This is an optimization exercise on Yosys and OpenROAD, whose aim is small area, not a production implementation. Where RTL was checked, it was by simulation tests only, not by an equivalence proof against the original. No functional check of the RTL was part of run 6. Power figures rest on the tool's default switching activity, not on a simulated workload.

$ cat design.v
module mode7_stepper #(
  parameter int HACT = 640,
  parameter int VACT = 480,
  parameter int VTOT = 525
) (
  input  logic        clk,
  input  logic        reset,
  input  logic        p_tick,
  input  logic        video_on,
  input  logic [9:0]  pixel_x,
  input  logic [9:0]  pixel_y,
  input  logic [15:0] originx,
  input  logic [15:0] originy,
  input  logic [15:0] offsetx,
  input  logic [15:0] offsety,
  input  logic [23:0] scalex,
  input  logic [23:0] scaley,
  input  logic [8:0]  angle,
  input  logic [15:0] tex_mask,
  output logic [8:0]  rom_addr,
  input  logic [15:0] rom_cos,
  input  logic [15:0] rom_sin,
  output logic [15:0] tex_u,
  output logic [15:0] tex_v,
  output logic        tex_valid
);
  localparam logic [9:0] X_END  = 10'(HACT);
  localparam logic [9:0] Y_ACT  = 10'(VACT);
  localparam logic [9:0] Y_LAST = 10'(VTOT - 1);
  localparam int W  = 38;    
  localparam int WL = 19;    
  localparam int WH = W - WL;
  typedef enum logic [1:0] {IDLE, FD, FS, LINE} mode_t;
  logic        ld, line_end, arm, present;
  logic [9:0]  ny;
  assign ld       = p_tick && (pixel_x == '0) && (pixel_y == Y_ACT);
  assign line_end = p_tick && (pixel_x == X_END);
  assign ny       = (pixel_y == Y_LAST) ? 10'd0 : pixel_y + 10'd1;
  assign arm      = line_end && (ny < Y_ACT);
  logic [8:0]  ra;
  logic        dflt;
  logic [15:0] mask, ox, oy, offx, offy;
  assign rom_addr = ra;
  always_ff @(posedge clk or negedge reset) begin
    if (!reset) begin
      ra   <= '0;
      dflt <= 1'b1;
    end else if (ld) begin
      ra   <= angle;
      dflt <= 1'b0;
    end
  end
  always_ff @(posedge clk) begin
    if (ld) begin
      mask <= tex_mask;
      ox   <= originx;
      oy   <= originy;
      offx <= offsetx;
      offy <= offsety;
    end
  end
  mode_t      mode;
  logic [5:0] k;
  logic [1:0] ph;
  logic       fin, armed;
  logic [9:0] yl;
  assign present = p_tick && video_on && armed;
  always_ff @(posedge clk or negedge reset) begin
    if (!reset) begin
      mode  <= IDLE;
      k     <= '0;
      ph    <= '0;
      fin   <= 1'b0;
      armed <= 1'b0;
    end else begin
      if (line_end) armed <= (ny < Y_ACT);
      if (ld || arm) begin
        mode <= ld ? FD : LINE;
        k    <= 6'd37;
        ph   <= '0;
        fin  <= 1'b0;
      end else if (mode != IDLE) begin
        ph <= ph + 2'd1;
        if (!fin) begin
          if (ph == 2'd3 || (ph == 2'd2 && k >= 6'd10)) begin
            ph <= (k == '0) ? 2'd1 : 2'd0;
            fin <= (k == '0);
            k   <= k - 6'd1;
          end
        end else if (ph == 2'd0) begin
          ph   <= 2'd0;
          fin  <= 1'b0;
          k    <= 6'd37;
          mode <= (mode == FD) ? FS : IDLE;
        end
      end
    end
  end
  always_ff @(posedge clk) begin
    if (line_end) yl <= ny;
  end
  logic [3:0] kc, ko;
  logic       cosb, sinb, oxb, oyb, ylb, offxb, offyb;
  assign kc    = (k >= 6'd15) ? 4'd15 : k[3:0];
  assign ko    = 4'(k - 6'd22);
  assign cosb  = rom_cos[kc];
  assign sinb  = rom_sin[kc];
  assign oxb   = (k < 6'd16) && ox[k[3:0]];
  assign oyb   = (k < 6'd16) && oy[k[3:0]];
  assign ylb   = (k < 6'd10) && yl[k[3:0]];
  assign offxb = (k >= 6'd22) && offx[ko];
  assign offyb = (k >= 6'd22) && offy[ko];
  logic line, run, hd;
  logic selA, selD, selSu, selSv, inju, injv, cinu, cinv;
  assign line = (mode == LINE);
  assign run  = (mode != IDLE);
  assign hd   = line && !dflt;
  always_comb begin
    selA  = 1'b0;
    cinu  = 1'b0;
    cinv  = 1'b0;
    selD  = present && !dflt;
    selSu = 1'b0;
    selSv = 1'b0;
    if (run && !fin) begin
      case (ph)
        2'd0: begin
          selA = 1'b1;
          cinu = hd && offxb;
          cinv = hd && offyb;
        end
        2'd1: selD = hd && !oxb;
        2'd2: begin
          selSu = line ? hd && !oyb : (mode == FD) ? cosb : !sinb;
          selSv = line ? hd && !oyb : (mode == FD) ? sinb : cosb;
        end
        default: begin
          selSu = hd && ylb;
          selSv = hd && ylb;
        end
      endcase
    end else if (run) begin
      case (ph)
        2'd1: selD = hd;
        2'd2: begin
          selSu = hd || (mode == FS);
          selSv = hd;
        end
        default: ;
      endcase
    end
  end
  assign inju = dflt && present;
  assign injv = dflt && line && !fin && (ph == 2'd3) && ylb;
  logic [WL-1:0] Al, Bl;
  logic [WH-1:0] Ah, Bh;
  logic [W-1:0]  Du, Dv, Su, Sv;
  logic          cu, cv;                  
  logic          hA, hD, hSu, hSv, hiu, hiv;   
  function automatic logic [WL:0] add_lo(input logic [WL-1:0] a, input logic [WL-1:0] b,
                                         input logic ci);
    logic [WL:0]   c;
    logic [WL-1:0] s;
    c[0] = ci;
    for (int i = 0; i < WL; i++) begin
      s[i]   = a[i] ^ b[i] ^ c[i];
      c[i+1] = (a[i] & b[i]) | (a[i] & c[i]) | (b[i] & c[i]);
    end
    add_lo = {c[WL], s};
  endfunction
  function automatic logic [WH-1:0] add_hi(input logic [WH-1:0] a, input logic [WH-1:0] b,
                                           input logic ci);
    logic [WH:0]   c;
    logic [WH-1:0] s;
    c[0] = ci;
    for (int i = 0; i < WH; i++) begin
      s[i]   = a[i] ^ b[i] ^ c[i];
      c[i+1] = (a[i] & b[i]) | (a[i] & c[i]) | (b[i] & c[i]);
    end
    add_hi = s;
  endfunction
  logic [WL-1:0] xul, xvl;
  logic [WH-1:0] xuh, xvh;
  logic [WL:0]   sul, svl;
  logic [WH-1:0] suh, svh;
  assign xul = ({WL{selA}} & Al) | ({WL{selD}} & Du[WL-1:0]) | ({WL{selSu}} & Su[WL-1:0]);
  assign xvl = ({WL{selA}} & Bl) | ({WL{selD}} & Dv[WL-1:0]) | ({WL{selSv}} & Sv[WL-1:0]);
  assign xuh = ({WH{hA}} & Ah) | ({WH{hD}} & Du[W-1:WL]) | ({WH{hSu}} & Su[W-1:WL]) |
               (WH'(hiu) << (22 - WL));
  assign xvh = ({WH{hA}} & Bh) | ({WH{hD}} & Dv[W-1:WL]) | ({WH{hSv}} & Sv[W-1:WL]) |
               (WH'(hiv) << (22 - WL));
  assign sul = add_lo(Al, xul, cinu);
  assign svl = add_lo(Bl, xvl, cinv);
  assign suh = add_hi(Ah, xuh, cu);
  assign svh = add_hi(Bh, xvh, cv);
  always_ff @(posedge clk) begin
    Al  <= sul[WL-1:0];
    Bl  <= svl[WL-1:0];
    cu  <= sul[WL];
    cv  <= svl[WL];
    Ah  <= suh;
    Bh  <= svh;
  end
  always_ff @(posedge clk or negedge reset) begin
    if (!reset) begin
      hA  <= 1'b0;
      hD  <= 1'b0;
      hSu <= 1'b0;
      hSv <= 1'b0;
      hiu <= 1'b0;
      hiv <= 1'b0;
    end else begin
      hA  <= selA;
      hD  <= selD;
      hSu <= selSu;
      hSv <= selSv;
      hiu <= inju;
      hiv <= injv;
    end
  end
  logic wb;
  assign wb = run && fin && (ph == 2'd0);
  always_ff @(posedge clk) begin
    if (ld) begin
      Su <= W'(scalex);
      Sv <= W'(scaley);
    end else if (wb && mode == FS) begin
      Su <= {Ah, Al};
      Sv <= {Bh, Bl};
    end
    if (wb && mode == FD) begin
      Du <= {Ah, Al};
      Dv <= {Bh, Bl};
    end
  end
  always_ff @(posedge clk or negedge reset) begin
    if (!reset) begin
      tex_u     <= '0;
      tex_v     <= '0;
      tex_valid <= 1'b0;
    end else begin
      tex_valid <= present;
      if (present) begin
        tex_u <= suh[WH-1:WH-16] & (mask | {16{dflt}});
        tex_v <= svh[WH-1:WH-16] & (mask | {16{dflt}});
      end
    end
  end
endmodule
$ cat run.sh
#!/bin/bash
# synth_recipe.tcl (not shown) runs the flow's synth.tcl, then flattens the netlist and writes it again
# the make line also repeats each setting of config.mk as NAME=value (left out here)
make -C /OpenROAD-flow-scripts/flow DESIGN_CONFIG=/design/flow/config.mk WORK_HOME=/design/flow/orfs CLKGATE_MAP_FILE= SYNTH_SCRIPT=/design/flow/synth_recipe.tcl finish
$ cat config.mk
export PLATFORM = sky130hd
export DESIGN_NAME = mode7_stepper
export DESIGN_NICKNAME = mode7_stepper
export VERILOG_FILES = /design/flow/design.v
export SDC_FILE = /design/flow/constraint.sdc
export NUM_CORES = 4
export LEC_CHECK = 0
export CAP_MARGIN = 20
export CORE_MARGIN = 2
export CORE_UTILIZATION = 40
export CTS_BUF_LIST = sky130_fd_sc_hd__clkbuf_8
export CTS_CLUSTER_DIAMETER = 60
export CTS_CLUSTER_SIZE = 16
export SLEW_MARGIN = 20
$ cat constraint.sdc
create_clock -name core_clock -period 14.0 [get_ports {clk}]
set_input_delay 2.8000 -clock core_clock [delete_from_list [all_inputs] [get_ports {clk}]]
set_output_delay 2.8000 -clock core_clock [all_outputs]
set_load 0.01 [all_outputs]
==> summary.md, run 1 <==
| Metric | Value |
|---|---|
| Worst Skew | around 0.019 ns |
| CP dominant cell by count | fa_1 |
| Area share of fa/ha/maj cells after synthesis | 0.09939 |
| Max-slew violation count | 0 |
| CP Data Arrival Time | about 13 ns |
| Hold path cells | 0 |
| Critical path startpoint category | input port |
| Drt pass-1 iters | 7 |
| Vias/cell | between 5 and 6 |
| Die Y | about 210 µm |
| Synth area leaders | edfxtp_1 (39%), dfxtp_1 (13%), dfrtp_1 (9.0%), fa_1 (8.9%), a222oi_1 (4.2%) |
| Final period util | 0.8762 |
| GR Layer Usage met3 | 0.03079 |
| Setup TNS | 0 ns |
| Leak Pwr | ~7.6 nW |
| Avg Cell Area, Syn | approximately 13 µm² |
| Sequential area share after synthesis | 0.6045 |
| DRC viols | 0 |
| Starting Density | 0.4064 |
| Seq cells post-synth | ~380 |
| CTS HTree Levels | 1 |
| Global-route wire length before repair | ~60000 µm |
| Element type at the critical path end | flop |
| Num rows | between 70 and 80 |
| Post-synthesis cell count | between 1000 and 1500 |
| Worst slew pin tran | 1.086 ns |
| Num ports | 235 |
| Top-area cell type share of the netlist area | 0.3856 |
| Total wire length | 38150 µm |
| Syn nets | ~1600 |
| Commonest cells in the netlist | edfxtp_1 (214), inv_1 (142), dfxtp_1 (106) |
| Routed WL per cell | approximately 19 µm |
| Fin crit period | 12.27 ns |
| Max Root-Sink Buffers | 3 |
| Core area | 41020 µm² |
| Met2 Track Usage GR | 0.2794 |
| Initial antenna violation count | 1 |
| CTS tree | done |
| Final HPWL from detailed placement | 25930 µm |
| Clock sinks | 381 |
| All-Layer GR Usage | 0.1771 |
| Final net count | roughly 1800 |
| Hold Violations, Final | 0 |
| Non-Filler Instances | between 2000 and 2500 |
| Simple-gate share of the synthesized area | 0.06921 |
| Xor/xnor cell area share of the yosys netlist | 0.007357 |
| Hold endpoint | Dv[8]$_DFFE_PP_ |
| Synth Area in Compound Gates | 0.1101 |
| Cell accounting for the most synthesized area | edfxtp_1 |
| Placed Cells | 1978 |
| Vias in the first global route | 11060 |
| Min-delay src | Bl[8]$_DFF_P_ |
| WP data required | around 15 ns |
| Max stage delay on crit path | between 0.4 and 0.5 ns |
| Synth unique cells | 72 |
| CP bufs+invs | 2 |
| Worst rel slew slack | 0.2740 |
| # hold bufs at CTS | 0 |
| Kind of critical path | in -> reg |
| Count leader, synth | edfxtp_1 |
| RSZ-0062 raised after global routing | no |
| Min-delay worst type | reg -> reg |
| Ys async rst share | 0.1601 |
| CTS Buf Count | 31 |
| Post-cts repair resize count | 0 |
| Synthesized area | roughly 17000 µm² |
| Fillers | about 3600 |
| Clock transition at path regs | approximately 0.1 ns |
| Worst-Skew Late Latency | between 0.6 and 0.7 ns |
| Clock root buffer | clkbuf_8 |
| R2R Setup Slk | 2.67 ns |
| Layout cells sized above 1 | 0.08317 |
| Fmax | 0.08152 GHz |
| Mux cell area share after synthesis | 0.05315 |
| Routed vias | ~11000 |
| Largest net degree at the start of global routing | roughly 80 |
| Status | timing/DRC/antenna clean |
| Number of max-cap violations | 0 |
| DR iter-0 viols | a little under 900 |
| Warnings from Yosys | 1 |
| Reg2reg start | k[0]$_DFFE_PN0P_ |
| Die Width | about 210 µm |
| Area Growth Syn to Fin | 20.14% |
| GPL Wtd Cong | around 0.81 |
| Met1 usage | 0.2552 |
| Number of synthesized flops with an enable pin | around 210 |
| Slowest CP cell | clkdlybuf4s50_1 |
| Grt ovf | 0 |
| Antenna viol nets, final | 0 |
| PortBufs | 234 |
| GRT busiest layer | met2 |
| Final setup fails | 0 |
| Crit path max fanout | 2 |
| Top delay family on crit path | adder cells |
| Worst r2r dst | Al[18]$_DFF_P_ |
| Die Area | around 43000 µm² |
| Largest family of logic cells by synthesized area | compound AO/OA/AOI/OAI gates |
| Pwr dens | 121.9 nW/µm² |
| # Post-CTS Setup Buffers | 0 |
| Max VDD drop | about 79 µV |
| Synth Flop Type | edfxtp_1 |
| R2R depth | 29 |
## layout make-up
| cell class | count | area [µm²] | area share |
|---|---|---|---|
| tap | 532 | 665.6 | 0.03324 |
| sequential | 381 | 10080 | 0.5033 |
| inverter | 143 | 536.8 | 0.02681 |
| timing repair buffer | 251 | 2467 | 0.1232 |
| clock buffer | 34 | 467.9 | 0.02337 |
| antenna | 1 | 2.502 | 0.0001250 |
| clock inverter | 23 | 122.6 | 0.006123 |
| multi-input combinational | 671 | 5684 | 0.2839 |
## cells by family (layout without fill, tap and decap cells)
kind of cell / after synthesis / after routing
flops: 381 / 381
simple gates: 258 / 258
compound gates: 250 / 250
buf+inv: 218 / 451
fa+ha+maj: 88 / 88
mux: 61 / 61
xor+xnor: 14 / 14
other cells: 0 / 1
## through the flow
step | worst slack [ns] | hold slack, ns | util | power (mW) | cell area (µm²)
global route | 1.349 | 0.4710 | 0.4881 | 2.588 | 20020
floorplan | 1.899 | 0.4291 | - | 1.686 | 16670
global placement | 1.126 | 0.4366 | 0.4737 | 1.855 | 19430
finish | 1.733 | 0.4577 | 0.4882 | 2.441 | 20020
detailed placement | 1.148 | 0.4406 | 0.4737 | 1.869 | 19430
CTS | 1.780 | 0.4550 | 0.4881 | 2.479 | 20020
## flip-flops by register name, summed over array words and instances, names as in the netlist, 2 cells and up
name / cells
Ah: 19
Al: 19
Bh: 19
Bl: 19
Du: 38
Dv: 38
Su: 38
Sv: 38
k: 6
mask: 16
mode: 2
offx: 16
offy: 16
ox: 16
oy: 16
ph: 2
ra: 9
tex_u: 16
tex_v: 16
yl: 10
## how the worst max path moves through the flow
| stage | cells after the start | slack (ns) | start | endpoint |
|---|---|---|---|---|
| after floorplan | 27 | 1.90 | rom_sin[11] | Al[18]$_DFF_P_ |
| after global placement | 28 | 1.13 | rom_cos[13] | Al[18]$_DFF_P_ |
| after detailed placement | 28 | 1.15 | rom_cos[13] | Al[18]$_DFF_P_ |
| after CTS | 28 | 1.78 | rom_cos[13] | Al[18]$_DFF_P_ |
| after global routing | 28 | 1.35 | rom_cos[13] | Al[18]$_DFF_P_ |
| final | 28 | 1.73 | rom_cos[13] | Al[18]$_DFF_P_ |
## routing by layer
| layer | wire length, µm | part of all wire |
|---|---|---|
| met4 | 883 | 0.023 |
| met3 | 2135 | 0.056 |
| met5 | 0 | 0 |
| met1 | 17510 | 0.46 |
| met2 | 17620 | 0.46 |
## power breakdown
| part | internal (mW) | leakage [nW] | switching [mW] |
|---|---|---|---|
| sequential | 1.30 | 3.63 | 0.0970 |
| combinational | 0.216 | 3.63 | 0.225 |
| clock | 0.231 | 0.350 | 0.373 |
| total | 1.75 | 7.62 | 0.695 |
## cells in the final DEF, fill, tap and decap left out, drive strengths merged, types with 10 or more instances in the layout
master	count
dfrtp	60
dfxtp	106
clkdlybuf4s50	233
nor2	84
o21ai	87
edfxtp	214
o31ai	22
mux2i	21
fa	74
mux4	20
nand3	13
nand2	103
ha	14
xnor2	10
a222oi	70
a21oi	27
clkbuf	34
inv	160
mux2	20
buf	18
nor4	10
==> run 2, diff against run 1 <==
--- a/config.mk
+++ b/config.mk
@@ -8,7 +8,7 @@
 export CAP_MARGIN = 20
 export CORE_MARGIN = 2
 export CORE_UTILIZATION = 40
-export CTS_BUF_LIST = sky130_fd_sc_hd__clkbuf_8
-export CTS_CLUSTER_DIAMETER = 60
-export CTS_CLUSTER_SIZE = 16
+export CTS_BUF_LIST = sky130_fd_sc_hd__clkbuf_4 sky130_fd_sc_hd__clkbuf_8
+export CTS_CLUSTER_DIAMETER = 50
+export CTS_CLUSTER_SIZE = 10
 export SLEW_MARGIN = 20
==> run 2 against run 1 <==
Combinational power barely moved. Flip-flop and latch count unchanged. Sequential power barely moved. Final area grew 2.2%. Highest routed layer unchanged. Still clean on timing, DRC and antenna. Final cell count up 1.5%. Register-to-register slack about the same. Die area unchanged. Critical path depth did not move. Wire length up 1.7%.
==> summary.md, run 2 <==
| Metric | Value |
|---|---|
| Status | timing/DRC/antenna clean |
| Area Growth Syn to Fin | 22.78% |
| Synth area leaders | edfxtp_1 (39%), dfxtp_1 (13%), dfrtp_1 (9.0%), fa_1 (8.9%), a222oi_1 (4.2%) |
| Die Y | 208.1 µm (unchanged) |
| Avg Cell Area, Syn | 13.12 µm² (unchanged) |
| Fillers | 3589 (-0.83%) |
| Ys async rst share | 0.1601 (unchanged) |
| Synth unique cells | 72 (unchanged) |
| Hold Violations, Final | 0 (unchanged) |
| Top Layer Used | met4 |
| DR iter-0 viols | 967 (+9.1%) |
| Fmax | 0.08155 GHz (about the same) |
| Layout cells sized above 1 | 0.1096 (+0.02642) |
| Final core utilization | 0.4989 (+0.01074) |
| RSZ-0062 raised after global routing | no |
| Non-Filler Instances | 2066 (+1.5%) |
| All-Layer GR Usage | 0.1819 (+0.004818) |
| Antenna viol nets, final | 0 (unchanged) |
| Total wire length | 38810 µm (+1.7%) |
| Met2 wire length | 17840 µm (+1.3%) |
| PnR worst setup slack | 1.738 ns (+0.004200 ns) |
| Final net count | 1776 (+0.91%) |
| Max-slew violation count | 0 (unchanged) |
| Count leader, synth | edfxtp_1 |
| Final setup fails | 0 (unchanged) |
| Commonest non-fill, non-tap cell in the layout | clkdlybuf4s50_1 |
| Worst r2r dst | Al[18]$_DFF_P_ |
| Starting Density | 0.4064 (unchanged) |
| Clk pwr share | 0.322 (+0.075) |
| Switching share of total power | 0.2703 (-0.01432) |
| Number of max-cap violations | 0 (unchanged) |
| WP data required | 14.49 ns (-0.02 ns) |
| Setup TNS | 0 ns (unchanged) |
| CP startpoint | rom_cos[13] |
| Worst slew pin tran | 1.093 ns (+0.006269 ns) |
| Worst-Skew Late Latency | 0.62 ns (about the same) |
| Element type at the critical path end | flop |
| Post-synthesis cell count | 1270 (unchanged) |
| Synth Flop Type | edfxtp_1 |
| Synthesized area | 16670 µm² (unchanged) |
| Power share of the combinational group | 0.163 (-0.018) |
| GPL Wtd Cong | 0.8144 (unchanged) |
| CTS tree | done |
| Top-area cell type share of the netlist area | 0.3856 (unchanged) |
| Wire length on met1 | 17620 µm (+0.59%) |
| Warnings from Yosys | 1 (unchanged) |
| Routed vias | 10810 (+1.3%) |
| Num ports | 235 (unchanged) |
| Clock root buffer | clkbuf_8 |
| Crit path max fanout | 2 (unchanged) |
| Internal Power | 1.979 mW (+13%) |
| Max Root-Sink Buffers | 3 (unchanged) |
| Syn nets | 1551 (unchanged) |
| Routed WL per cell | 18.79 µm (+0.26%) |
| Global-route wire length before repair | 62270 µm (+1.7%) |
| Grt ovf | 0 (unchanged) |
| Pwr dens | 132.5 nW/µm² (+8.7%) |
| Die Width | 208.1 µm (unchanged) |
| Fin crit period | 12.26 ns (-0.004200 ns) |
| Max VDD drop | 80.97 µV (+1.9%) |
| Worst rel slew slack | 0.2698 (-0.004189) |
| Worst Skew | 0.03270 ns (+0.01362 ns) |
| Placed Cells | 1978 (unchanged) |
| Pre-CTS setup slack | 1.148 ns (unchanged) |
| # hold bufs at CTS | 0 (unchanged) |
| R2R Setup Slk | 2.67 ns (about the same) |
| Vias in the first global route | 11310 (+2.2%) |
| Sequential Power Share | 0.515 (-0.057) |
| R2R depth | 29 (unchanged) |
| Switching pwr | 0.7333 mW (+5.5%) |
| Seq cells post-synth | 381 (unchanged) |
| Post-cts repair resize count | 0 (unchanged) |
| CTS HTree Levels | 2 (+1) |
| Clock transition at path regs | 0.08 ns (-0.02 ns) |
| Final period util | 0.8759 (about the same) |
| CP Data Arrival Time | 12.75 ns (-0.02 ns) |
| Initial antenna violation count | 1 (unchanged) |
| Commonest cells in the netlist | edfxtp_1 (214), inv_1 (142), dfxtp_1 (106) |
| Commonest non-fill, non-tap cells in the layout | clkdlybuf4s50_1 (233), edfxtp_1 (214), inv_1 (142), dfxtp_1 (106), nand2_1 (103) |
| Reg2reg start | k[0]$_DFFE_PN0P_ |
| Core area | 41020 µm² (unchanged) |
| Vias/cell | 5.230 (-0.20%) |
| Largest net degree at the start of global routing | 81 (unchanged) |
| Leak Pwr | 7.816 nW (+2.6%) |
| Cell accounting for the most synthesized area | edfxtp_1 |
| Met3 Wirelength | 2391 µm (+12%) |
| Clock sinks | 381 (unchanged) |
| Die Area | 43320 µm² (unchanged) |
| CTS Buf Count | 47 (+52%) |
| Num rows | 74 (unchanged) |
| Final HPWL from detailed placement | 25930 µm (unchanged) |
| PortBufs | 234 (unchanged) |
| Capture point of the critical path | Al[18]$_DFF_P_ |
| Min-delay worst type | reg -> reg |
| # Post-CTS Setup Buffers | 0 (unchanged) |
| Number of synthesized flops with an enable pin | 214 (unchanged) |
| DRC viols | 0 (unchanged) |
| Kind of critical path | in -> reg |
| Drt pass-1 iters | 6 (-1) |
| Sequential area share after synthesis | 0.6045 (unchanged) |
| Critical path startpoint category | input port |
[run 2: final cells by class]
type | count | area (µm²) | share of cell area
flip-flops and latches | 381 | 10080 | 0.4924
multi-input cells | 671 | 5684 | 0.2778
repair buffers | 251 | 2467 | 0.1206
clock buffers | 77 | 897.1 | 0.04384
well taps | 532 | 665.6 | 0.03253
inverters | 143 | 536.8 | 0.02623
clock inverters | 10 | 133.9 | 0.006542
diodes | 1 | 2.502 | 0.0001223
[run 2: worst min path at each step]
stage | to | cells after the start | startpoint | slack, ns
CTS | Dv[27]$_DFFE_PP_ | 0 | Bh[8]$_DFF_P_ | 0.44
detailed placement | Du[1]$_DFFE_PP_ | 0 | Al[1]$_DFF_P_ | 0.44
finish | Du[2]$_DFFE_PP_ | 0 | Al[2]$_DFF_P_ | 0.45
global route | Du[2]$_DFFE_PP_ | 0 | Al[2]$_DFF_P_ | 0.47
global placement | Du[12]$_DFFE_PP_ | 0 | Al[12]$_DFF_P_ | 0.44
floorplan | Dv[24]$_DFFE_PP_ | 0 | Bh[5]$_DFF_P_ | 0.43
[run 2: per-layer routing]
metal	vias up	global-route usage
met3	61	0.04196
li1	5042	-
met1	5361	0.2543
met4	0	0.05458
met5	-	0
met2	341	0.2838
[run 2: cell families (layout without fill, tap and decap cells)]
logic type,count (synthesis),after routing,synth area share
AND/OR/NAND/NOR,258,258,0.06922
XOR/XNOR,14,14,0.007356
AO/OA/AOI/OAI,250,250,0.1101
flip-flops,381,381,0.6045
other,0,1,0
buffers and inverters,218,481,0.05630
multiplexers,61,61,0.05315
adder cells (fa/ha/maj),88,88,0.09939
[run 2: per-stage QoR]
step	area, µm²	total power [mW]	hold WS (ns)
after floorplan	16670	1.686	0.4291
after global placement	19430	1.855	0.4366
after detailed placement	19430	1.869	0.4406
after CTS	20460	2.749	0.4437
after global routing	20460	2.861	0.4694
final	20460	2.712	0.4505
[run 2: worst max-delay path, stage by stage]
cell             delay [ns]
clkdlybuf4s50_1        0.46
a22oi_1                0.08
and4_1                 0.23
a221oi_1               0.31
o32a_1                 0.23
or2_0                  0.12
a31o_2                 0.22
a222oi_1               0.12
fa_1                   0.46
fa_1                   0.41
fa_1                   0.41
fa_1                   0.43
fa_1                   0.42
fa_1                   0.44
fa_1                   0.44
fa_1                   0.43
fa_1                   0.44
fa_1                   0.43
fa_1                   0.43
fa_1                   0.43
fa_1                   0.43
fa_1                   0.42
fa_1                   0.42
fa_1                   0.42
fa_1                   0.43
fa_1                   0.39
inv_1                  0.08
fa_1                   0.42
[run 2: power groups by stage]
stage	logic (mW)	registers (mW)	clock network [mW]
detailed placement	0.446	1.42	0
global placement	0.437	1.42	0
global route	0.500	1.42	0.945
finish	0.442	1.40	0.873
CTS	0.449	1.40	0.900
floorplan	0.303	1.38	0
==> run 3, diff against run 2 <==
--- a/config.mk
+++ b/config.mk
@@ -8,7 +8,4 @@
 export CAP_MARGIN = 20
 export CORE_MARGIN = 2
 export CORE_UTILIZATION = 40
-export CTS_BUF_LIST = sky130_fd_sc_hd__clkbuf_4 sky130_fd_sc_hd__clkbuf_8
-export CTS_CLUSTER_DIAMETER = 50
-export CTS_CLUSTER_SIZE = 10
 export SLEW_MARGIN = 20
==> run 3 against run 2 <==
Clock power rose by 27%. Highest routed layer unchanged. Via count is 0.26% lower. Still clean on timing, DRC and antenna. Sequential share of layout area down 0.87 points. Fmax decreased by 0.68%.
==> summary.md, run 3 <==
| Metric | Value |
|---|---|
| Status | timing/DRC/antenna clean |
| Synth area leaders | edfxtp_1 (39%), dfxtp_1 (13%), dfrtp_1 (9.0%), fa_1 (8.9%), a222oi_1 (4.2%) |
| CP Data Arrival Time | 12.75 ns (about the same) |
| R2R depth | 29 (unchanged) |
| Hold Violations, Final | 0 (unchanged) |
| Grt ovf | 0 (unchanged) |
| Clock root buffer | clkbuf_16 |
| CP dominant cell by count | fa_1 |
| Final HPWL from detailed placement | 25930 µm (unchanged) |
| Capture point of the critical path | Al[18]$_DFF_P_ |
| Worst Skew | 0.02222 ns (-0.01048 ns) |
| Avg Cell Area, Syn | 13.12 µm² (unchanged) |
| Starting Density | 0.4064 (unchanged) |
| Pwr dens | 141.6 nW/µm² (+6.9%) |
| CP startpoint | rom_cos[13] |
| Max VDD drop | 80.27 µV (-0.87%) |
| Synthesized area | 16670 µm² (unchanged) |
| All-Layer GR Usage | 0.1806 (-0.001373) |
| Number of max-cap violations | 0 (unchanged) |
| Critical path startpoint category | input port |
| # Post-CTS Setup Buffers | 0 (unchanged) |
| Fillers | 3554 (-0.98%) |
| Antenna viol nets, final | 0 (unchanged) |
| Overall Power | 2.951 mW (+8.8%) |
| Fin crit period | 12.35 ns (+0.08425 ns) |
| Synth Flop Type | edfxtp_1 |
| Commonest cells in the netlist | edfxtp_1 (214), inv_1 (142), dfxtp_1 (106) |
| Num ports | 235 (unchanged) |
| Initial antenna violation count | 1 (unchanged) |
| PortBufs | 234 (unchanged) |
| CTS HTree Levels | 2 (unchanged) |
| Kind of critical path | in -> reg |
| Vias/cell | 5.242 (+0.23%) |
| Switching share of total power | 0.2615 (-0.008872) |
| Crit path max fanout | 2 (unchanged) |
| Seq cells post-synth | 381 (unchanged) |
| CP bufs+invs | 2 (unchanged) |
| Crit path depth | 28 (unchanged) |
| Global-route wire length before repair | 61950 µm (-0.52%) |
| Die Width | 208.1 µm (unchanged) |
| Worst r2r dst | Al[18]$_DFF_P_ |
| Commonest non-fill, non-tap cells in the layout | clkdlybuf4s50_1 (233), edfxtp_1 (214), inv_1 (142), dfxtp_1 (106), nand2_1 (103) |
| Cell accounting for the most synthesized area | edfxtp_1 |
| DR iter-0 viols | 920 (-4.9%) |
| Count leader, synth | edfxtp_1 |
| Max Root-Sink Buffers | 3 (unchanged) |
| CTS Buf Count | 42 (-11%) |
| CTS tree | done |
| R2R Setup Slk | 2.66 ns (about the same) |
| Max stage delay on crit path | 0.47 ns (about the same) |
| Largest net degree at the start of global routing | 81 (unchanged) |
| Syn nets | 1551 (unchanged) |
| Switching pwr | 0.7715 mW (+5.2%) |
| Die Area | 43320 µm² (unchanged) |
| Element type at the critical path end | flop |
| Clock transition at path regs | 0.07 ns (about the same) |
| Warnings from Yosys | 1 (unchanged) |
| Die Y | 208.1 µm (unchanged) |
| Final setup fails | 0 (unchanged) |
| Num rows | 74 (unchanged) |
| Area Growth Syn to Fin | 25.00% |
| Commonest non-fill, non-tap cell in the layout | clkdlybuf4s50_1 |
| # hold bufs at CTS | 0 (unchanged) |
| WP data required | 14.41 ns (-0.08 ns) |
| Min-delay worst type | reg -> reg |
| Power share of the combinational group | 0.150 (-0.013) |
| Worst-Skew Late Latency | 0.55 ns (-0.07 ns) |
| Routed WL per cell | 18.88 µm (+0.51%) |
| Reg2reg start | k[0]$_DFFE_PN0P_ |
| Drt pass-1 iters | 8 (+2) |
| Top-area cell type share of the netlist area | 0.3856 (unchanged) |
| Worst slew pin tran | 1.086 ns (-0.007132 ns) |
| DRC viols | 0 (unchanged) |
| GPL Wtd Cong | 0.8144 (unchanged) |
| Final period util | 0.8819 (+0.006018) |
| Vias in the first global route | 11250 (-0.55%) |
| Layout cells sized above 1 | 0.09652 (-0.01307) |
| Fmax | 0.08099 GHz (-0.68%) |
| Sequential area share after synthesis | 0.6045 (unchanged) |
| Leak Pwr | 7.961 nW (+1.8%) |
| Routed vias | 10780 (-0.26%) |
| Ys async rst share | 0.1601 (unchanged) |
| Clk pwr share | 0.376 (+0.054) |
| Synth unique cells | 72 (unchanged) |
| Post-synthesis cell count | 1270 (unchanged) |
| Core area | 41020 µm² (unchanged) |
| Worst rel slew slack | 0.2746 (+0.004766) |
| Total wire length | 38820 µm (about the same) |
| Number of synthesized flops with an enable pin | 214 (unchanged) |
| Post-cts repair resize count | 0 (unchanged) |
| Clock sinks | 381 (unchanged) |
| Setup TNS | 0 ns (unchanged) |
| Max-slew violation count | 0 (unchanged) |
| Slowest CP cell | fa_1 |
| Top delay family on crit path | adder cells |
| Final net count | 1771 (-0.28%) |
| Sequential Power Share | 0.474 (-0.041) |
| Internal Power | 2.179 mW (+10%) |
| RSZ-0062 raised after global routing | no |
## run 3: changes by cell type in the layout (fill, tap and decap cells not counted), moves of 2 or more
cell,change
clkbuf_8,-48
clkbuf_16,+47
clkbuf_4,-26
clkbuf_1,+6
clkinv_1,+5
clkinv_2,+5
inv_4,+2
## run 3: power by group through the flow
stage | sequential (mW) | clock [mW] | combinational [mW]
after global placement | 1.42 | 0 | 0.437
after CTS | 1.40 | 1.14 | 0.450
after floorplan | 1.38 | 0 | 0.303
after detailed placement | 1.42 | 0 | 0.446
final | 1.40 | 1.11 | 0.444
after global routing | 1.42 | 1.18 | 0.501
## run 3: logic make-up after synthesis
kind of cell    after synthesis  share of synthesized area
buf+inv                     218                    0.05630
mux                          61                    0.05315
fa+ha+maj                    88                    0.09939
simple gates                258                    0.06922
flops                       381                     0.6045
compound gates              250                     0.1101
xor+xnor                     14                   0.007356
## run 3: how the worst min path moves through the flow
stage                     slack, ns          endpoint  depth (start not counted)      startpoint
after floorplan                0.43  Dv[24]$_DFFE_PP_                          0   Bh[5]$_DFF_P_
after detailed placement       0.44   Du[1]$_DFFE_PP_                          0   Al[1]$_DFF_P_
after CTS                      0.45  Dv[26]$_DFFE_PP_                          0   Bh[7]$_DFF_P_
final                          0.45  Dv[26]$_DFFE_PP_                          0   Bh[7]$_DFF_P_
after global routing           0.47   Dv[8]$_DFFE_PP_                          0   Bl[8]$_DFF_P_
after global placement         0.44  Du[12]$_DFFE_PP_                          0  Al[12]$_DFF_P_
## run 3: routing by layer
metal | share of wire | GRT usage
met5 | 0 | 0
met4 | 0.025 | 0.05780
met3 | 0.056 | 0.03230
met2 | 0.46 | 0.2857
met1 | 0.46 | 0.2537
## run 3: metrics by stage
step                      cells  hold slack (ns)  cell area, µm²  utilization  worst slack (ns)
after global routing       2055           0.4658           20830       0.5079             1.223
after CTS                  2055           0.4521           20830       0.5079             1.646
after floorplan            1270           0.4291           16670            -             1.899
after detailed placement   1978           0.4406           19430       0.4737             1.148
after global placement     1978           0.4366           19430       0.4737             1.126
final                      2056           0.4481           20830       0.5079             1.653
## run 3: worst register-to-register path, delay by kind of cell (launching register included)
family	cells	cell delay (ns)
flip-flops	1	0.79
AO/OA/AOI/OAI	6	1.34
buffers and inverters	2	0.52
AND/OR/NAND/NOR	1	0.09
adder cells (fa/ha/maj)	20	8.51
## run 3: cell type report
class,instances,area (µm²),area share
Tap cell,532,665.6,0.03195
Clock buffer,56,1240,0.05952
Antenna cell,1,2.502,0.0001201
Inverter,143,536.8,0.02576
Timing Repair Buffer,251,2467,0.1184
Sequential cell,381,10080,0.4837
Multi-Input combinational cell,671,5684,0.2728
Clock inverter,21,160.2,0.007687
==> run 4, diff against run 3 <==
--- a/config.mk
+++ b/config.mk
@@ -8,4 +8,7 @@
 export CAP_MARGIN = 20
 export CORE_MARGIN = 2
 export CORE_UTILIZATION = 40
+export CTS_BUF_LIST = sky130_fd_sc_hd__clkbuf_16
+export CTS_CLUSTER_DIAMETER = 120
+export CTS_CLUSTER_SIZE = 32
 export SLEW_MARGIN = 20
==> run 4 against run 3 <==
Final area is 4.3% lower. Synthesized area stayed put. Clock power is 48% lower. Via count is 1.7% lower. Largest cell class unchanged. Highest routed layer unchanged.
==> summary.md, run 4 <==
| Metric | Value |
|---|---|
| PnR worst setup slack | 1.671 ns (+0.01804 ns) |
| Synth area leaders | edfxtp_1 (39%), dfxtp_1 (13%), dfrtp_1 (9.0%), fa_1 (8.9%), a222oi_1 (4.2%) |
| Placed Cells | 1978 (unchanged) |
| Synth unique cells | 72 (unchanged) |
| Core area | 41020 µm² (unchanged) |
| Slowest CP cell | fa_1 |
| Post-synthesis cell count | 1270 (unchanged) |
| Synthesized area | 16670 µm² (unchanged) |
| Min-delay worst type | reg -> reg |
| Num ports | 235 (unchanged) |
| Final setup fails | 0 (unchanged) |
| Clock sinks | 381 (unchanged) |
| # Post-CTS Setup Buffers | 0 (unchanged) |
| Warnings from Yosys | 1 (unchanged) |
| Syn nets | 1551 (unchanged) |
| DR iter-0 viols | 952 (+3.5%) |
| Sequential area share after synthesis | 0.6045 (unchanged) |
| CP Data Arrival Time | 12.75 ns (about the same) |
| Max stage delay on crit path | 0.47 ns (about the same) |
| Fin area | 19930 µm² (-4.3%) |
| Largest net degree at the start of global routing | 81 (unchanged) |
| Worst Hold Margin | 0.4602 ns (+0.01217 ns) |
| All-Layer GR Usage | 0.1750 (-0.005510) |
| Seq cells post-synth | 381 (unchanged) |
| Drt pass-1 iters | 9 (+1) |
| Commonest non-fill, non-tap cell in the layout | clkdlybuf4s50_1 |
| Pre-CTS setup slack | 1.148 ns (unchanged) |
| Max-slew violation count | 0 (unchanged) |
| Count leader, synth | edfxtp_1 |
| CTS tree | done |
| Commonest cells in the netlist | edfxtp_1 (214), inv_1 (142), dfxtp_1 (106) |
| R2R Setup Slk | 2.63 ns (-0.03 ns) |
| Element type at the critical path end | flop |
| Worst Skew | 0.03281 ns (+0.01059 ns) |
| RSZ-0062 raised after global routing | no |
| Fin crit period | 12.33 ns (-0.01804 ns) |
| Post-cts repair resize count | 0 (unchanged) |
| Die Area | 43320 µm² (unchanged) |
| Hold endpoint | Dv[8]$_DFFE_PP_ |
| Die Width | 208.1 µm (unchanged) |
| Status | timing/DRC/antenna clean |
| Routed WL per cell | 18.95 µm (+0.37%) |
| Fmax | 0.08111 GHz (+0.15%) |
| Cell accounting for the most synthesized area | edfxtp_1 |
| Ys async rst share | 0.1601 (unchanged) |
| Worst rel slew slack | 0.2765 (+0.001842) |
| Vias in the first global route | 10890 (-3.1%) |
| R2R depth | 29 (unchanged) |
| Avg Cell Area, Syn | 13.12 µm² (unchanged) |
| GPL Wtd Cong | 0.8144 (unchanged) |
| DRC viols | 0 (unchanged) |
| Synth Flop Type | edfxtp_1 |
| Commonest non-fill, non-tap cells in the layout | clkdlybuf4s50_1 (233), edfxtp_1 (214), inv_1 (151), dfxtp_1 (106), nand2_1 (103) |
| Max VDD drop | 71.24 µV (-11%) |
| Total wire length | 38040 µm (-2.0%) |
| Final period util | 0.8806 (-0.001289) |
| Layout cells sized above 1 | 0.06852 (-0.02800) |
| Num rows | 74 (unchanged) |
| Leak Pwr | 7.540 nW (-5.3%) |
| Clock transition at path regs | 0.12 ns (+0.05 ns) |
| CP dominant cell by count | fa_1 |
| Initial antenna violation count | 1 (unchanged) |
| Crit path max fanout | 2 (unchanged) |
| CTS Buf Count | 16 (-62%) |
| Global-route wire length before repair | 60640 µm (-2.1%) |
| Non-Filler Instances | 2007 (-2.4%) |
| Area Growth Syn to Fin | 19.57% |
| Worst-Skew Late Latency | 0.54 ns (about the same) |
| Worst slew pin tran | 1.083 ns (-0.002756 ns) |
| Pwr dens | 121.5 nW/µm² (-14%) |
| Fillers | 3628 (+2.1%) |
| Final net count | 1745 (-1.5%) |
| Antenna viol nets, final | 0 (unchanged) |
| Worst r2r dst | Al[18]$_DFF_P_ |
| Reg2reg start | k[0]$_DFFE_PN0P_ |
| Final HPWL from detailed placement | 25930 µm (unchanged) |
| CTS HTree Levels | 1 (-1) |
| Hold Violations, Final | 0 (unchanged) |
| Final core utilization | 0.4859 (-0.02206) |
| # hold bufs at CTS | 0 (unchanged) |
| Setup TNS | 0 ns (unchanged) |
| Area post-placement | 19430 µm² (unchanged) |
| Min-delay src | Bl[8]$_DFF_P_ |
| Vias/cell | 5.280 (+0.73%) |
| Overall Power | 2.421 mW (-18%) |
| Clock root buffer | clkbuf_16 |
| Grt ovf | 0 (unchanged) |
| Max Root-Sink Buffers | 3 (unchanged) |
| Die Y | 208.1 µm (unchanged) |
| Routed vias | 10600 (-1.7%) |
| PortBufs | 234 (unchanged) |
| Starting Density | 0.4064 (unchanged) |
| Kind of critical path | in -> reg |
| WP data required | 14.42 ns (about the same) |
| Top-area cell type share of the netlist area | 0.3856 (unchanged) |
| Hold path cells | 0 (unchanged) |
| Number of synthesized flops with an enable pin | 214 (unchanged) |
| Number of max-cap violations | 0 (unchanged) |
| Critical path startpoint category | input port |
-- run 4: cell counts after synthesis --
Identical to the previous run, type by type.
-- run 4: final cells by class --
cell class                      instances  area, µm²  share of cell area
Inverter                              143      536.8             0.02693
Sequential cell                       381      10080              0.5057
Tap cell                              532      665.6             0.03340
Clock inverter                         11      70.07            0.003516
Antenna cell                            1      2.502           0.0001256
Timing Repair Buffer                  251       2467              0.1238
Multi-Input combinational cell        671       5684              0.2852
Clock buffer                           17      425.4             0.02135
-- run 4: worst max-delay path by stage --
stage / start / slack [ns] / end
after detailed placement: rom_cos[13] / 1.15 / Al[18]$_DFF_P_
after CTS: rom_cos[13] / 1.65 / Al[18]$_DFF_P_
after floorplan: rom_sin[11] / 1.90 / Al[18]$_DFF_P_
after global routing: rom_cos[13] / 1.24 / Al[18]$_DFF_P_
after global placement: rom_cos[13] / 1.13 / Al[18]$_DFF_P_
final: rom_cos[13] / 1.67 / Al[18]$_DFF_P_
-- run 4: cells by family (layout without fill, tap and decap cells) --
group / Yosys count / after routing / synth area share
flops: 381 / 381 / 0.6045
compound gates: 250 / 250 / 0.1101
other cells: 0 / 1 / 0
buf+inv: 218 / 422 / 0.05630
simple gates: 258 / 258 / 0.06922
xor+xnor: 14 / 14 / 0.007356
fa+ha+maj: 88 / 88 / 0.09939
mux: 61 / 61 / 0.05315
-- run 4: worst max-delay path, delay by kind of cell --
| kind | cells | cell delay, ns |
|---|---|---|
| simple gates | 2 | 0.35 |
| fa+ha+maj | 19 | 8.13 |
| buf+inv | 2 | 0.54 |
| compound gates | 5 | 0.95 |
-- run 4: power breakdown --
part           switching [mW]  total [mW]  internal, mW
logic                   0.226       0.443         0.216
registers              0.0973        1.40          1.30
clock network           0.351       0.582         0.231
total                   0.675        2.42          1.75
-- run 4: routing by layer --
| layer | vias up | routed length (µm) | GRT usage |
|---|---|---|---|
| li1 | 4958 | - | - |
| met1 | 5290 | 17600 | 0.2538 |
| met5 | - | 0 | 0 |
| met2 | 313 | 17700 | 0.2799 |
| met3 | 36 | 2018 | 0.02657 |
| met4 | 0 | 712 | 0.03796 |
==> run 5, diff against run 4 <==
==> flow/run.sh (new file) <==
#!/bin/bash
set -e
cd "$(dirname "$0")/.."
echo "export BUFFER_PORTS_ARGS = -buffer_cell sky130_fd_sc_hd__buf_1" >> "$FLOW_CONFIG"
bash standard.sh > standard.log 2>&1
==> standard.sh (new file) <==
#!/bin/bash
# synth_recipe.tcl (not shown) runs the flow's synth.tcl, then flattens the netlist and writes it again
# the make line also repeats each setting of config.mk as NAME=value (left out here)
make -C /OpenROAD-flow-scripts/flow DESIGN_CONFIG=/design/flow/config.mk WORK_HOME=/design/flow/orfs CLKGATE_MAP_FILE= SYNTH_SCRIPT=/design/flow/synth_recipe.tcl "${@:-finish}"
--- a/config.mk
+++ b/config.mk
@@ -8,7 +8,5 @@
 export CAP_MARGIN = 20
 export CORE_MARGIN = 2
 export CORE_UTILIZATION = 40
-export CTS_BUF_LIST = sky130_fd_sc_hd__clkbuf_16
-export CTS_CLUSTER_DIAMETER = 120
-export CTS_CLUSTER_SIZE = 32
 export SLEW_MARGIN = 20
+export BUFFER_PORTS_ARGS = -buffer_cell sky130_fd_sc_hd__buf_1
removed: run.sh
==> run 5 against run 4 <==
Via count up 2.2%. Utilization is 1.2 points lower. Wire length up 0.34%. First-iteration DRC count up 11%. Highest routed layer unchanged. Critical path type unchanged. Largest cell class unchanged.
==> summary.md, run 5 <==
| Metric | Value |
|---|---|
| Status | timing/DRC/antenna clean |
| Sequential area share after synthesis | 0.6045 (unchanged) |
| Avg Cell Area, Syn | 13.12 µm² (unchanged) |
| Syn nets | 1551 (unchanged) |
| Hold Violations, Final | 0 (unchanged) |
| CTS tree | done |
| CP startpoint | rom_cos[13] |
| Worst slew pin tran | 0.9993 ns (-0.08340 ns) |
| Fmax | 0.08071 GHz (-0.49%) |
| R2R depth | 29 (unchanged) |
| Max stage delay on crit path | 0.54 ns (+0.07 ns) |
| Commonest cells in the netlist | edfxtp_1 (214), inv_1 (142), dfxtp_1 (106) |
| Synth unique cells | 72 (unchanged) |
| PortBufs | 234 (unchanged) |
| Pwr dens | 151.3 nW/µm² (+25%) |
| Num ports | 235 (unchanged) |
| DRC viols | 0 (unchanged) |
| Setup TNS | 0 ns (unchanged) |
| Die Y | 208.1 µm (unchanged) |
| Mux cell area share after synthesis | 0.05315 (unchanged) |
| Number of synthesized flops with an enable pin | 214 (unchanged) |
| R2R Setup Slk | 2.23 ns (-0.40 ns) |
| CP Data Arrival Time | 12.82 ns (+0.07 ns) |
| Clock sinks | 381 (unchanged) |
| Drt pass-1 iters | 8 (-1) |
| Sequential Power Share | 0.477 (-0.100) |
| Post-synthesis cell count | 1270 (unchanged) |
| Crit path max fanout | 20 (+18) |
| Final core utilization | 0.4736 (-0.01232) |
| Antenna viol nets, final | 0 (unchanged) |
| Top-area cell type share of the netlist area | 0.3856 (unchanged) |
| Top delay family on crit path | adder cells |
| Worst r2r dst | Al[18]$_DFF_P_ |
| Fin area | 19420 µm² (-2.5%) |
| Ant. Diodes | 0 (-1) |
| Kind of critical path | in -> reg |
| Clock transition at path regs | 0.06 ns (-0.06 ns) |
| Xor/xnor cell area share of the yosys netlist | 0.007357 (unchanged) |
| Final HPWL from detailed placement | 24910 µm (-3.9%) |
| Vias/cell | 5.274 (-0.11%) |
| # Post-CTS Setup Buffers | 0 (unchanged) |
| Core area | 41020 µm² (unchanged) |
| Crit path depth | 28 (unchanged) |
| Max VDD drop | 91.53 µV (+28%) |
| CP bufs+invs | 2 (unchanged) |
| Die Width | 208.1 µm (unchanged) |
| Routed vias | 10830 (+2.2%) |
| Final net count | 1769 (+1.4%) |
| Worst Hold Margin | 0.4550 ns (-0.005272 ns) |
| Overall Power | 2.939 mW (+21%) |
| Synth area leaders | edfxtp_1 (39%), dfxtp_1 (13%), dfrtp_1 (9.0%), fa_1 (8.9%), a222oi_1 (4.2%) |
| Element type at the critical path end | flop |
| Ys async rst share | 0.1601 (unchanged) |
| Synth Area in Compound Gates | 0.1101 (unchanged) |
| Leak Pwr | 7.347 nW (-2.6%) |
| DR iter-0 viols | 1057 (+11%) |
| Total wire length | 38170 µm (+0.34%) |
| Slowest CP cell | a31o_2 |
| All-Layer GR Usage | 0.1785 (+0.003484) |
| Synthesized area | 16670 µm² (unchanged) |
| Max-slew violation count | 0 (unchanged) |
| Area share of fa/ha/maj cells after synthesis | 0.09939 (unchanged) |
| Max Root-Sink Buffers | 3 (unchanged) |
| Final period util | 0.8850 (+0.004372) |
| Grt ovf | 0 (unchanged) |
| Non-Filler Instances | 2054 (+2.3%) |
| Worst Skew | 0.01524 ns (-0.01756 ns) |
| PnR worst setup slack | 1.610 ns (-0.06121 ns) |
| Capture point of the critical path | Al[18]$_DFF_P_ |
| Fin crit period | 12.39 ns (+0.06121 ns) |
| Area Growth Syn to Fin | 16.54% |
| Post-cts repair resize count | 0 (unchanged) |
| Critical path startpoint category | input port |
| Seq cells post-synth | 381 (unchanged) |
| # hold bufs at CTS | 0 (unchanged) |
| Area post-placement | 17950 µm² (-7.6%) |
| CTS HTree Levels | 2 (+1) |
| Reg2reg start | k[0]$_DFFE_PN0P_ |
| Commonest non-fill, non-tap cell in the layout | buf_1 |
| Layout cells sized above 1 | 0.09264 (+0.02412) |
| Num rows | 74 (unchanged) |
| Number of max-cap violations | 0 (unchanged) |
| Warnings from Yosys | 1 (unchanged) |
| Cell accounting for the most synthesized area | edfxtp_1 |
| Routed WL per cell | 18.58 µm (-2.0%) |
| Starting Density | 0.4064 (unchanged) |
| Internal Power | 2.173 mW (+24%) |
| Placed Cells | 1975 (-0.15%) |
| WP data required | 14.43 ns (about the same) |
| CP dominant cell by count | fa_1 |
| Pre-CTS setup slack | 1.016 ns (-0.1326 ns) |
| Worst rel slew slack | 0.3338 (+0.05731) |
| Switching share of total power | 0.2609 (-0.01782) |
| Switching pwr | 0.7668 mW (+14%) |
| Synth Flop Type | edfxtp_1 |
| Simple-gate share of the synthesized area | 0.06921 (unchanged) |
| GPL Wtd Cong | 0.8450 (+3.8%) |
| CTS Buf Count | 42 (+26) |
| Initial antenna violation count | 0 (-1) |
| Largest net degree at the start of global routing | 81 (unchanged) |
| Commonest non-fill, non-tap cells in the layout | buf_1 (233), edfxtp_1 (214), inv_1 (142), dfxtp_1 (106), nand2_1 (103) |
| Clk pwr share | 0.386 (+0.146) |
| Largest family of logic cells by synthesized area | compound AO/OA/AOI/OAI gates |
| Count leader, synth | edfxtp_1 |
| Global-route wire length before repair | 61140 µm (+0.82%) |
| Final setup fails | 0 (unchanged) |
| Power share of the combinational group | 0.137 (-0.046) |
| Worst-Skew Late Latency | 0.55 ns (about the same) |
| Vias in the first global route | 11180 (+2.6%) |
| Min-delay worst type | reg -> reg |
| RSZ-0062 raised after global routing | no |
| Clock root buffer | clkbuf_16 |
| Die Area | 43320 µm² (unchanged) |
## run 5: changes by cell type in the layout (fill, tap and decap cells not counted), sizes merged, moves of 2 or more
cell	before	now
clkdlybuf4s50	233	0
buf	18	248
inv	153	142
clkinv	1	6
clkbuf	17	71
bufinv	0	2
## run 5: area by class of cell
class,count,area [µm²]
Fill cell,3712,21590
Sequential cell,381,10080
Multi-Input combinational cell,671,5684
Clock buffer,70,1353
Timing Repair Buffer,249,1015
Tap cell,532,665.6
Inverter,143,536.8
Clock inverter,8,92.59
## run 5: cell families after synthesis
| logic type | after synthesis |
|---|---|
| simple gates | 258 |
| xor+xnor | 14 |
| flops | 381 |
| mux | 61 |
| fa+ha+maj | 88 |
| buf+inv | 218 |
| compound gates | 250 |
## run 5: worst min-delay path by stage
stage / from / to / slack [ns] / depth (start not counted)
after floorplan: Bh[5]$_DFF_P_ / Dv[24]$_DFFE_PP_ / 0.43 / 0
after global placement: Bl[4]$_DFF_P_ / Dv[4]$_DFFE_PP_ / 0.44 / 0
after detailed placement: Bh[10]$_DFF_P_ / Dv[29]$_DFFE_PP_ / 0.44 / 0
after CTS: Bl[8]$_DFF_P_ / Dv[8]$_DFFE_PP_ / 0.46 / 0
after global routing: Al[7]$_DFF_P_ / Du[7]$_DFFE_PP_ / 0.47 / 0
final: Al[7]$_DFF_P_ / Du[7]$_DFFE_PP_ / 0.45 / 0
## run 5: worst reg2reg max path, delay by kind of cell (launching register included)
family                   cells  cell delay (ns)
adder cells (fa/ha/maj)     20             8.52
AND/OR/NAND/NOR              1             0.09
AO/OA/AOI/OAI                6             1.74
flip-flops                   1             0.79
buffers and inverters        2             0.52
## run 5: power by group through the flow
stage | sequential (mW) | combinational [mW] | clock, mW
after floorplan | 1.38 | 0.303 | 0
after global placement | 1.42 | 0.397 | 0
after detailed placement | 1.42 | 0.406 | 0
after CTS | 1.40 | 0.408 | 1.17
after global routing | 1.42 | 0.458 | 1.21
final | 1.40 | 0.402 | 1.14
## run 5: per-layer routing
| layer | GRT usage | part of all wire | vias to the layer above | wire length, µm |
|---|---|---|---|---|
| li1 | - | - | 5041 | - |
| met1 | 0.2485 | 0.45 | 5350 | 17330 |
| met2 | 0.2778 | 0.45 | 367 | 17260 |
| met3 | 0.03683 | 0.063 | 75 | 2423 |
| met4 | 0.06475 | 0.030 | 0 | 1149 |
| met5 | 0 | 0 | - | 0 |
==> run 6, diff against run 5 <==
--- a/design.v
+++ b/design.v
@@ -63,7 +63,7 @@
   logic [5:0] k;
   logic [1:0] ph;
   logic       fin, armed;
-  logic [9:0] yl;
+  logic [8:0] yl;    
   assign present = p_tick && video_on && armed;
   always_ff @(posedge clk or negedge reset) begin
     if (!reset) begin
@@ -82,7 +82,7 @@
       end else if (mode != IDLE) begin
         ph <= ph + 2'd1;
         if (!fin) begin
-          if (ph == 2'd3 || (ph == 2'd2 && k >= 6'd10)) begin
+          if (ph == 2'd3 || (ph == 2'd2 && k >= 6'd9)) begin
             ph <= (k == '0) ? 2'd1 : 2'd0;
             fin <= (k == '0);
             k   <= k - 6'd1;
@@ -97,7 +97,7 @@
     end
   end
   always_ff @(posedge clk) begin
-    if (line_end) yl <= ny;
+    if (line_end) yl <= ny[8:0];
   end
   logic [3:0] kc, ko;
   logic       cosb, sinb, oxb, oyb, ylb, offxb, offyb;
@@ -107,7 +107,7 @@
   assign sinb  = rom_sin[kc];
   assign oxb   = (k < 6'd16) && ox[k[3:0]];
   assign oyb   = (k < 6'd16) && oy[k[3:0]];
-  assign ylb   = (k < 6'd10) && yl[k[3:0]];
+  assign ylb   = (k < 6'd9) && yl[k[3:0]];
   assign offxb = (k >= 6'd22) && offx[ko];
   assign offyb = (k >= 6'd22) && offy[ko];
   logic line, run, hd;
@@ -201,22 +201,13 @@
     Ah  <= suh;
     Bh  <= svh;
   end
-  always_ff @(posedge clk or negedge reset) begin
-    if (!reset) begin
-      hA  <= 1'b0;
-      hD  <= 1'b0;
-      hSu <= 1'b0;
-      hSv <= 1'b0;
-      hiu <= 1'b0;
-      hiv <= 1'b0;
-    end else begin
-      hA  <= selA;
-      hD  <= selD;
-      hSu <= selSu;
-      hSv <= selSv;
-      hiu <= inju;
-      hiv <= injv;
-    end
+  always_ff @(posedge clk) begin
+    hA  <= selA;
+    hD  <= selD;
+    hSu <= selSu;
+    hSv <= selSv;
+    hiu <= inju;
+    hiv <= injv;
   end
   logic wb;
   assign wb = run && fin && (ph == 2'd0);
==> flow/run.sh (replaced) <==
#!/bin/bash
set -e
cd "$(dirname "$0")/.."
cat >> "$FLOW_CONFIG" <<'EOC'
export BUFFER_PORTS_ARGS = -buffer_cell sky130_fd_sc_hd__buf_1
export CTS_ARGS = -sink_clustering_enable -repair_clock_nets -sink_clustering_size 16 -sink_clustering_max_diameter 60 -buf_list sky130_fd_sc_hd__clkbuf_8 -dont_use_dummy_load
EOC
bash standard.sh > standard.log 2>&1
--- a/config.mk
+++ b/config.mk
@@ -8,5 +8,9 @@
 export CAP_MARGIN = 20
 export CORE_MARGIN = 2
 export CORE_UTILIZATION = 40
+export CTS_BUF_LIST = sky130_fd_sc_hd__clkbuf_8
+export CTS_CLUSTER_DIAMETER = 60
+export CTS_CLUSTER_SIZE = 16
 export SLEW_MARGIN = 20
 export BUFFER_PORTS_ARGS = -buffer_cell sky130_fd_sc_hd__buf_1
+export CTS_ARGS = -sink_clustering_enable -repair_clock_nets -sink_clustering_size 16 -sink_clustering_max_diameter 60 -buf_list sky130_fd_sc_hd__clkbuf_8 -dont_use_dummy_load
==> run 6 against run 5 <==
Critical path type unchanged. Hold slack worse by 0.040 ns. Global-route usage fell by 0.34 points. Flip-flop and latch count is 1 lower. Final area down 5.0%. Sequential share of layout area is 2.4 points higher. Count of clock-buffer cells in the layout down 33.
==> summary.md, run 6 <==
| Metric | Value |
|---|---|
| Avg Cell Area, Syn | 12.71 µm² (-3.1%) |
| Commonest non-fill, non-tap cell in the layout | buf_1 |
| DR iter-0 viols | 865 (-18%) |
| Capture point of the critical path | Al[18]$_DFF_P_ |
| PortBufs | 234 (unchanged) |
| CTS HTree Levels | 2 (unchanged) |
| Status | timing/DRC/antenna clean |
| Die Area | 42960 µm² (-0.82%) |
| Final setup fails | 0 (unchanged) |
| Area Growth Syn to Fin | 11.61% |
| Die Y | 207.3 µm (-0.41%) |
| Warnings from Yosys | 1 (unchanged) |
| Worst r2r dst | Al[18]$_DFF_P_ |
| CP dominant cell by count | fa_1 |
| Max stage delay on crit path | 0.48 ns (-0.06 ns) |
| CP startpoint | rom_sin[11] |
| CP Data Arrival Time | 12.60 ns (-0.22 ns) |
| Starting Density | 0.4048 (-0.001558) |
| Setup TNS | 0 ns (unchanged) |
| Slowest CP cell | fa_1 |
| Leak Pwr | 6.675 nW (-9.1%) |
| FF+latch area | 10020 µm² (-0.60%) |
| # hold bufs at CTS | 0 (unchanged) |
| Grt ovf | 0 (unchanged) |
| Switching pwr | 0.6577 mW (-14%) |
| Worst-Skew Late Latency | 0.62 ns (+0.07 ns) |
| Final HPWL from detailed placement | 25070 µm (+0.62%) |
| Max Root-Sink Buffers | 3 (unchanged) |
| Seq cells post-synth | 380 (-0.26%) |
| Crit path max fanout | 2 (-90%) |
| Post-cts repair resize count | 0 (unchanged) |
| Sequential area share after synthesis | 0.6060 (+0.001446) |
| Hold Violations, Final | 0 (unchanged) |
| # Post-CTS Setup Buffers | 0 (unchanged) |
| RSZ-0062 raised after global routing | no |
| Cell accounting for the most synthesized area | edfxtp_1 |
| Global-route wire length before repair | 59890 µm (-2.0%) |
| Number of synthesized flops with an enable pin | 213 (-0.47%) |
| Post-synthesis cell count | 1300 (+2.4%) |
| Vias in the first global route | 10910 (-2.4%) |
| Clk pwr share | 0.251 (-0.135) |
| Synthesized area | 16530 µm² (-0.83%) |
| Final net count | 1798 (+1.6%) |
| Clock transition at path regs | 0.10 ns (+0.04 ns) |
| Max VDD drop | 73.61 µV (-20%) |
| Fin area | 18450 µm² (-5.0%) |
| Final period util | 0.8648 (-0.02023) |
| Element type at the critical path end | flop |
| WP data required | 14.49 ns (+0.06 ns) |
| Ant. Diodes | 0 (unchanged) |
| CTS tree | done |
| Fmax | 0.08260 GHz (+2.3%) |
| Total wire length | 37760 µm (-1.1%) |
| Min-delay worst type | reg -> reg |
| Power share of the combinational group | 0.152 (+0.015) |
| Number of max-cap violations | 0 (unchanged) |
| Routed vias | 10770 (-0.62%) |
| Fillers | 3805 (+2.5%) |
| Synth area leaders | edfxtp_1 (39%), dfxtp_1 (14%), fa_1 (9.0%), dfrtp_1 (8.2%), a222oi_1 (4.2%) |
| Drt pass-1 iters | 7 (-1) |
| R2R Setup Slk | 2.84 ns (+0.61 ns) |
| Initial antenna violation count | 3 (+3) |
| Critical path startpoint category | input port |
| Antenna viol nets, final | 0 (unchanged) |
| Max-slew violation count | 0 (unchanged) |
| Count leader, synth | edfxtp_1 |
| Commonest non-fill, non-tap cells in the layout | buf_1 (233), edfxtp_1 (213), nand2_1 (175), inv_1 (145), dfxtp_1 (112) |
| Multi-input gate area | 5678 µm² (-0.11%) |
| Worst Skew | 0.07853 ns (+0.06328 ns) |
| Commonest cells in the netlist | edfxtp_1 (213), nand2_1 (176), inv_1 (146) |
| Fin crit period | 12.11 ns (-0.2832 ns) |
| Clock sinks | 380 (-0.26%) |
| Die Width | 207.3 µm (-0.41%) |
| Synth unique cells | 68 (-5.6%) |
| R2R depth | 29 (unchanged) |
| Pwr dens | 127.4 nW/µm² (-16%) |
| Num ports | 235 (unchanged) |
| Vias/cell | 5.259 (-0.28%) |
| Worst slew pin tran | 0.8890 ns (-0.1103 ns) |
| Worst rel slew slack | 0.4073 (+0.07356) |
| Switching share of total power | 0.2799 (+0.01909) |
| Clock root buffer | clkbuf_8 |
| Routed WL per cell | 18.45 µm (-0.73%) |
| Core area | 40830 µm² (-0.45%) |
| Ys async rst share | 0.1447 (-0.01537) |
| Area post-placement | 17940 µm² (about the same) |
| All-Layer GR Usage | 0.1751 (-0.003406) |
| Hold path cells | 0 (unchanged) |
| Reg2reg start | k[0]$_DFFE_PN0P_ |
| Sequential Power Share | 0.598 (+0.121) |
| Largest net degree at the start of global routing | 136 (+68%) |
| Synth Flop Type | edfxtp_1 |
| Num rows | 74 (unchanged) |
| Top-area cell type share of the netlist area | 0.3870 (+0.001423) |
| Layout cells sized above 1 | 0.07393 (-0.01871) |
| Internal Power | 1.692 mW (-22%) |
| CTS Buf Count | 37 (-12%) |
| DRC viols | 0 (unchanged) |
| Kind of critical path | in -> reg |
| Syn nets | 1581 (+1.9%) |
| GPL Wtd Cong | 0.7999 (-5.3%) |
[run 6: changes by cell type after synthesis, moves of 5 or more]
| cell | before | now |
|---|---|---|
| dfxtp_1 | 106 | 112 |
| buf_2 | 4 | 12 |
| o31ai_1 | 22 | 16 |
| clkbuf_1 | 40 | 45 |
| mux2_2 | 20 | 13 |
| buf_1 | 17 | 10 |
| a21oi_1 | 27 | 40 |
| clkbuf_8 | 8 | 0 |
| mux2i_1 | 21 | 11 |
| nand2_1 | 103 | 176 |
| nor2_1 | 84 | 42 |
| dfrtp_1 | 60 | 54 |
| nor4_1 | 10 | 0 |
[run 6: how the worst min path moves through the flow]
stage,to,startpoint
2_1_floorplan,Dv[23]$_DFFE_PP_,Bh[4]$_DFF_P_
3_3_place_gp,Dv[13]$_DFFE_PP_,Bl[13]$_DFF_P_
3_5_place_dp,Dv[8]$_DFFE_PP_,Bl[8]$_DFF_P_
4_1_cts,Dv[2]$_DFFE_PP_,Bl[2]$_DFF_P_
5_1_grt,Du[21]$_DFFE_PP_,Ah[2]$_DFF_P_
6_report,Dv[2]$_DFFE_PP_,Bl[2]$_DFF_P_
[run 6: kinds of logic (layout without fill, tap and decap cells)]
family / count (synthesis) / count (layout) / synth area share
adder cells (fa/ha/maj): 88 / 88 / 0.1002
XOR/XNOR: 12 / 12 / 0.006359
flip-flops: 380 / 380 / 0.6060
multiplexers: 42 / 42 / 0.03959
AND/OR/NAND/NOR: 293 / 293 / 0.07933
buffers and inverters: 221 / 436 / 0.05390
AO/OA/AOI/OAI: 264 / 264 / 0.1146
[run 6: critical path, delay by kind of cell]
family / cells / cell delay [ns]
adders and majority gates: 19 / 8.10
buffers and inverters: 2 / 0.15
muxes: 1 / 0.28
and+or+nand+nor: 1 / 0.19
AOI/OAI and AO/OA: 5 / 1.05
[run 6: cell type report]
type / instances / area share
Multi-Input combinational cell: 699 / 0.3078
Timing Repair Buffer: 253 / 0.05541
Tap cell: 532 / 0.03608
Clock buffer: 37 / 0.02760
Inverter: 146 / 0.03011
Sequential cell: 380 / 0.5430
[run 6: per-layer routing]
metal,part of all wire,global-route usage,wire length [µm],up-vias
li1,-,-,-,5060
met1,0.44,0.2385,16670,5344
met2,0.48,0.2852,18140,301
met3,0.060,0.04266,2281,55
met4,0.017,0.03916,625,6
met5,0.0011,0,42,-
[run 6: power groups by stage]
stage / combinational (mW) / sequential (mW) / clock (mW)
after global placement: 0.350 / 1.42 / 0
final: 0.356 / 1.40 / 0.589
after floorplan: 0.211 / 1.43 / 0
after global routing: 0.412 / 1.42 / 0.655
after CTS: 0.365 / 1.41 / 0.618
after detailed placement: 0.363 / 1.43 / 0
[run 6: per-stage QoR]
| stage | hold WS [ns] | setup slack (ns) | std cells | utilization | power [mW] |
|---|---|---|---|---|---|
| global route | 0.4282 | 1.539 | 2047 | 0.4518 | 2.492 |
| floorplan | 0.4291 | 1.734 | 1300 | - | 1.636 |
| finish | 0.4147 | 1.893 | 2047 | 0.4518 | 2.349 |
| detailed placement | 0.4401 | 1.202 | 2010 | 0.4393 | 1.792 |
| CTS | 0.4238 | 1.852 | 2047 | 0.4518 | 2.388 |
| global placement | 0.4343 | 1.303 | 2010 | 0.4393 | 1.773 |

port drivers added, routing unchanged:
The results above use ideal ports. As a check the final layouts listed here were re-extracted and re-timed, cells and wires unchanged.
Step 1, drivers: a clkbuf_16 drives clk and a buf_2 each remaining input, both assumed.
Step 2 moves the port delays by t, midway between the first and last clock arrival at a register: inputs arrive t later, outputs are due t later. That takes back most of the time a late clock gives input paths.
Slacks: ideal ports / drivers / drivers and shift; pairs: ideal ports / drivers.
| run | t, ns | slack for setup (ns) | clock arrival spread, ns |
|---|---|---|---|
| run 1 | 0.673 | 1.733 / 1.762 / 1.089 | 0.019 / 0.019 |
| run 2 | 0.653 | 1.738 / 1.763 / 1.110 | 0.032 / 0.032 |
| run 3 | 0.589 | 1.653 / 1.679 / 1.090 | 0.026 / 0.026 |
| run 4 | 0.575 | 1.671 / 1.702 / 1.128 | 0.033 / 0.033 |
| run 5 | 0.599 | 1.610 / 1.641 / 1.043 | 0.017 / 0.017 |
| run 6 | 0.629 | 1.893 / 1.920 / 1.291 | 0.084 / 0.083 |
After both steps setup and hold are still met in every run listed. The setup slack of run 1, which loses most, moves by +0.029 ns with the drivers and by -0.644 ns with both steps.
